Background: an optimization exercise with open tools, aiming at small area, a short achievable clock period and few clock cycles. Do not read the settings as production practice.
The RTL was checked by simulation tests, not by an equivalence proof against the original design.
Power figures rest on the tool's default switching activity, not on a simulated workload.

// rsa_modexp
module rsa_modexp
#(
  parameter  int W   = 32,
  localparam int OPW = 2 * W
) (
  input  logic           clk,
  input  logic           rst_n,
  input  logic           start,
  input  logic [OPW-1:0] n,
  input  logic [OPW-1:0] exp,
  input  logic [OPW-1:0] msg,
  output logic [OPW-1:0] result,
  output logic           busy,
  output logic           done,
  output logic           err
);
  localparam int K    = 4;                       
  localparam int ITER = (66 + K - 1) / K + 1;    
  localparam int RD   = K * ITER;                
  localparam int RB   = K * (ITER - 1);          
  localparam int AW   = OPW + 1;                 
  localparam int SW   = OPW + K + 3;             
  localparam int TW   = SW + K + 2;              
  localparam int XW   = OPW + 3;                 
  localparam int FBT  = (OPW + K - 1) / K - 1;   
  localparam int S_IDLE  = 0;
  localparam int S_CHK1  = 1;
  localparam int S_CHK2  = 2;
  localparam int S_CONV  = 3;
  localparam int S_CONVF = 4;
  ...
For scale: ~43000 µm² of cells after synthesis.
clock: 10.5 ns
lec_check: 0
abc_clock_period_in_ps: 2500
cap_margin: 20
core_margin: 2
core_utilization: 45
setup_slack_margin: 5
slew_margin: 20
run.sh (not shown) runs the stock make flow with config.mk's settings and CLKGATE_MAP_FILE= SYNTH_SCRIPT=/design/flow/synth_recipe.tcl, a recipe that flattens the netlist after the stock synthesis.
The starting point passed the timing, design-rule and antenna checks.
Testbench counts at the start, summed over its fixed seeds: cycles 96,602.
Change:
--- a/flow/design.v
+++ b/flow/design.v
@@ -17,20 +17,20 @@
   output logic           busy,
   output logic           done,
   output logic           err
 );
   localparam int K    = 4;                       
   localparam int ITER = (66 + K - 1) / K + 1;    
   localparam int RD   = K * ITER;                
   localparam int RB   = K * (ITER - 1);          
   localparam int AW   = OPW + 1;                 
-  localparam int SW   = OPW + K + 3;             
-  localparam int TW   = SW + K + 2;              
+  localparam int SW   = OPW + K + 2;             
+  localparam int TW   = SW + K;                  
   localparam int XW   = OPW + 3;                 
   localparam int FBT  = (OPW + K - 1) / K - 1;   
   localparam int S_IDLE  = 0;
   localparam int S_CHK1  = 1;
   localparam int S_CHK2  = 2;
   localparam int S_CONV  = 3;
   localparam int S_CONVF = 4;
   localparam int S_MM    = 5;
   localparam int S_MMEND = 6;
@@ -196,28 +196,28 @@
   logic [RD-1:0] ya;
   logic [RD-1:0] ym;
   assign ya = RD'(r_a);
   assign ym = RD'(r_m);
   function automatic logic [K-1:0] chunk(input logic [RD-1:0] v, input logic [6:0] idx);
     chunk = v[idx*K +: K];
   endfunction
   logic [6:0]   nidx;
   logic [K-1:0] mm_next_d;
-  logic [K-1:0] fb_next_d;
+  logic [K-1:0] nx_d;
   assign nidx = r_nidx;
   always_comb begin
     case (r_op)
-      OP_SQR:  mm_next_d = (nidx < 7'(ITER)) ? chunk(ya, nidx) : '0;
-      OP_MUL:  mm_next_d = (nidx < 7'(ITER)) ? chunk(ym, nidx) : '0;
+      OP_SQR,
+      OP_MUL:  mm_next_d = (nidx < 7'(ITER)) ? nx_d : '0;
       default: mm_next_d = '0;
     endcase
   end
-  assign fb_next_d = (r_op == OP_SQR) ? chunk(ya, r_cnt - 7'd1) : chunk(ym, r_cnt - 7'd1);
+  assign nx_d = (r_op == OP_SQR) ? chunk(ya, nidx) : chunk(ym, nidx);
   wire e_zero  = (r_e == '0);
   wire n_small = (r_n[OPW-1:1] == '0);
   wire a_eq_n  = (r_a == {1'b0, r_n});
   always_comb begin
     logic [AW-1:0] newa;
     logic          pick;
     w_st      = '0;
     w_busy    = r_busy;
     w_done    = 1'b0;
@@ -343,19 +343,19 @@
           w_a = newa;
           if (r_op == OP_SQR && r_mulpend) begin
             w_op        = OP_MUL;
             w_mulpend   = 1'b0;
             w_st[S_FBS] = 1'b1;
           end else begin
             pick = 1'b1;
           end
         end else begin
-          w_d         = fb_next_d;
+          w_d         = nx_d;
           w_cnt       = r_cnt - 7'd1;
           w_sub       = 3'(K - 1);
           w_st[S_FBP] = 1'b1;
         end
       end else begin
         w_sub       = r_sub - 3'd1;
         w_st[S_FBP] = 1'b1;
       end
     end
@@ -431,19 +431,19 @@
     k_yc      <= w_yc;
     k_ya      <= w_ya;
     k_ysub    <= w_ysub;
     k_yadd    <= w_yadd;
     r_m       <= w_m;
     r_d       <= w_d;
     r_cnt     <= w_cnt;
     r_cz      <= (w_cnt == '0);
     r_cl      <= (w_cnt == 7'(ITER - 1));
-    r_nidx    <= w_cnt + 7'd1;
+    r_nidx    <= w_st[S_MM] ? w_cnt + 7'd1 : w_cnt - 7'd1;
     r_bc      <= w_bc;
     r_op      <= w_op;
     r_mulpend <= w_mulpend;
     r_lead    <= w_lead;
     r_sub     <= w_sub;
     r_ge      <= cpa_sum[XW];
     if (r_st[S_CHK2]) begin
       r_mq <= neg_inv(r_n[K-1:0]);
       for (int i = 0; i < 4; i++)
After rerunning: Cell count increases slightly; wire length came out lower slightly; utilization is higher by 0.31 points; combinational power stays flat; fmax came out lower by a few percent; hold slack loses 0.0077 ns; area after synthesis decreases slightly; die area fell slightly; register-to-register slack degrades by 0.11 ns; clock skew goes down by 0.0068 ns; non-clock buffer count shrinks by 1; total power rises slightly; final area came out lower slightly; first-iteration DRC count fell by about a fifth.
Testbench counts after the change, summed over its fixed seeds: cycles 96,602.

---

before:
rsa_modexp, a different RTL version from the one above (not shown whole).
Size: about 4300 cells after synthesis, about 470 flip-flops, ~260 I/O pins, roughly 42000 µm² of cells after synthesis.
==> flow/config.mk <==
export PLATFORM = sky130hd
export DESIGN_NAME = rsa_modexp
export DESIGN_NICKNAME = rsa_modexp
export VERILOG_FILES = /design/flow/design.v
export SDC_FILE = /design/flow/constraint.sdc
export NUM_CORES = 4
export LEC_CHECK = 0
export CAP_MARGIN = 20
export CORE_MARGIN = 2
export CORE_UTILIZATION = 65
export SLEW_MARGIN = 20
==> flow/constraint.sdc <==
create_clock -name core_clock -period 10.5 [get_ports {clk}]
set_input_delay 2.1000 -clock core_clock [delete_from_list [all_inputs] [get_ports {clk}]]
set_output_delay 2.1000 -clock core_clock [all_outputs]
set_load 0.01 [all_outputs]
standard.sh (not shown) runs the stock make flow with config.mk's settings and CLKGATE_MAP_FILE= SYNTH_SCRIPT=/design/flow/synth_recipe.tcl, a recipe that flattens the netlist after the stock synthesis.
==> flow/flow/run.sh <==
#!/bin/bash
# Standard ORFS layout (the standard.sh: its synthesis, SDC and clock
# period unchanged) with a larger setup repair margin, so that repair_timing
# aims for a shorter achieved period. make's full output goes to flow_make.log;
# ORFS keeps each step's log under orfs/logs.
set -euo pipefail
bash standard.sh SETUP_SLACK_MARGIN=6 finish > flow_make.log 2>&1
The flow did not stop early for before: all stages ran, and the layout cleared the timing, design-rule and antenna checks.
Testbench counts of before, summed over its fixed seeds: cycles 96,602.
Here is what was changed in the inputs of after compared with before.
-- flow/design.v --
<<< before, line 111
    cpa_ci = k_ysub || (k_yc && cin);
  end
  localparam int LH = 34;
  localparam int HH = XW - LH;
  logic [LH+1:0] cpa_lo;
>>> after, line 111
    cpa_ci = k_ysub || (k_yc && cin);
  end
  localparam int LH = 32;
  localparam int HH = XW - LH;
  logic [LH+1:0] cpa_lo;
==> summary.txt <==
Compared with before, in after minimum period implied by the final worst setup slack increased by 79 ps relative to the old numbers, die area decreased by 0.51% relative to the old numbers, final worst setup slack decreased by 79 ps relative to the old numbers, share of synthesized cell area in full adder, half adder and majority cells closely matched the old numbers, complex-gate fraction of the synthesized area increased by 0.32 points relative to the old numbers. The more densely filled core belongs to before, not after. Between after and before, it is after whose sequential power is lower, by about 1%. Compared with before, in after synthesis-to-layout area growth shrank by 1.2 points; cell area shrank by 730 µm². after vs before on sequential share of layout area: after is the higher one. The sequential fraction of the synthesis area on after is in line with that on before.
Testbench counts of after, summed over its fixed seeds: cycles 96,602.

separate check: timing with driven ports:
Ports are ideal in the flow. The routed layouts listed here were re-timed in OpenROAD. Step 1, drivers: a clkbuf_16 drives clk and a buf_2 each remaining input, both assumed. Step 2 times the ports against the registers' clock, not the clock port: input delays grow and output delays shrink by t, the midpoint of the rising clock arrivals with the driver on. Three values: no drivers, after step 1, after step 2; two values: the first two.
run | t (ns) | setup slack, ns | hold slack, ns | worst data-port slew with drivers (ns)
the first run of note 1 | 0.748 | 5.234 / 5.234 / 5.234 | 0.381 / 0.381 / 0.381 | 0.07
the second run of note 1 | 0.746 | 5.120 / 5.120 / 5.120 | 0.373 / 0.373 / 0.373 | 0.07
before | 0.720 | 6.028 / 6.028 / 6.028 | 0.378 / 0.378 / 0.378 | 0.07
after | 0.701 | 5.949 / 5.949 / 5.949 | 0.395 / 0.395 / 0.395 | 0.08
After both steps setup and hold are still met in every run listed.
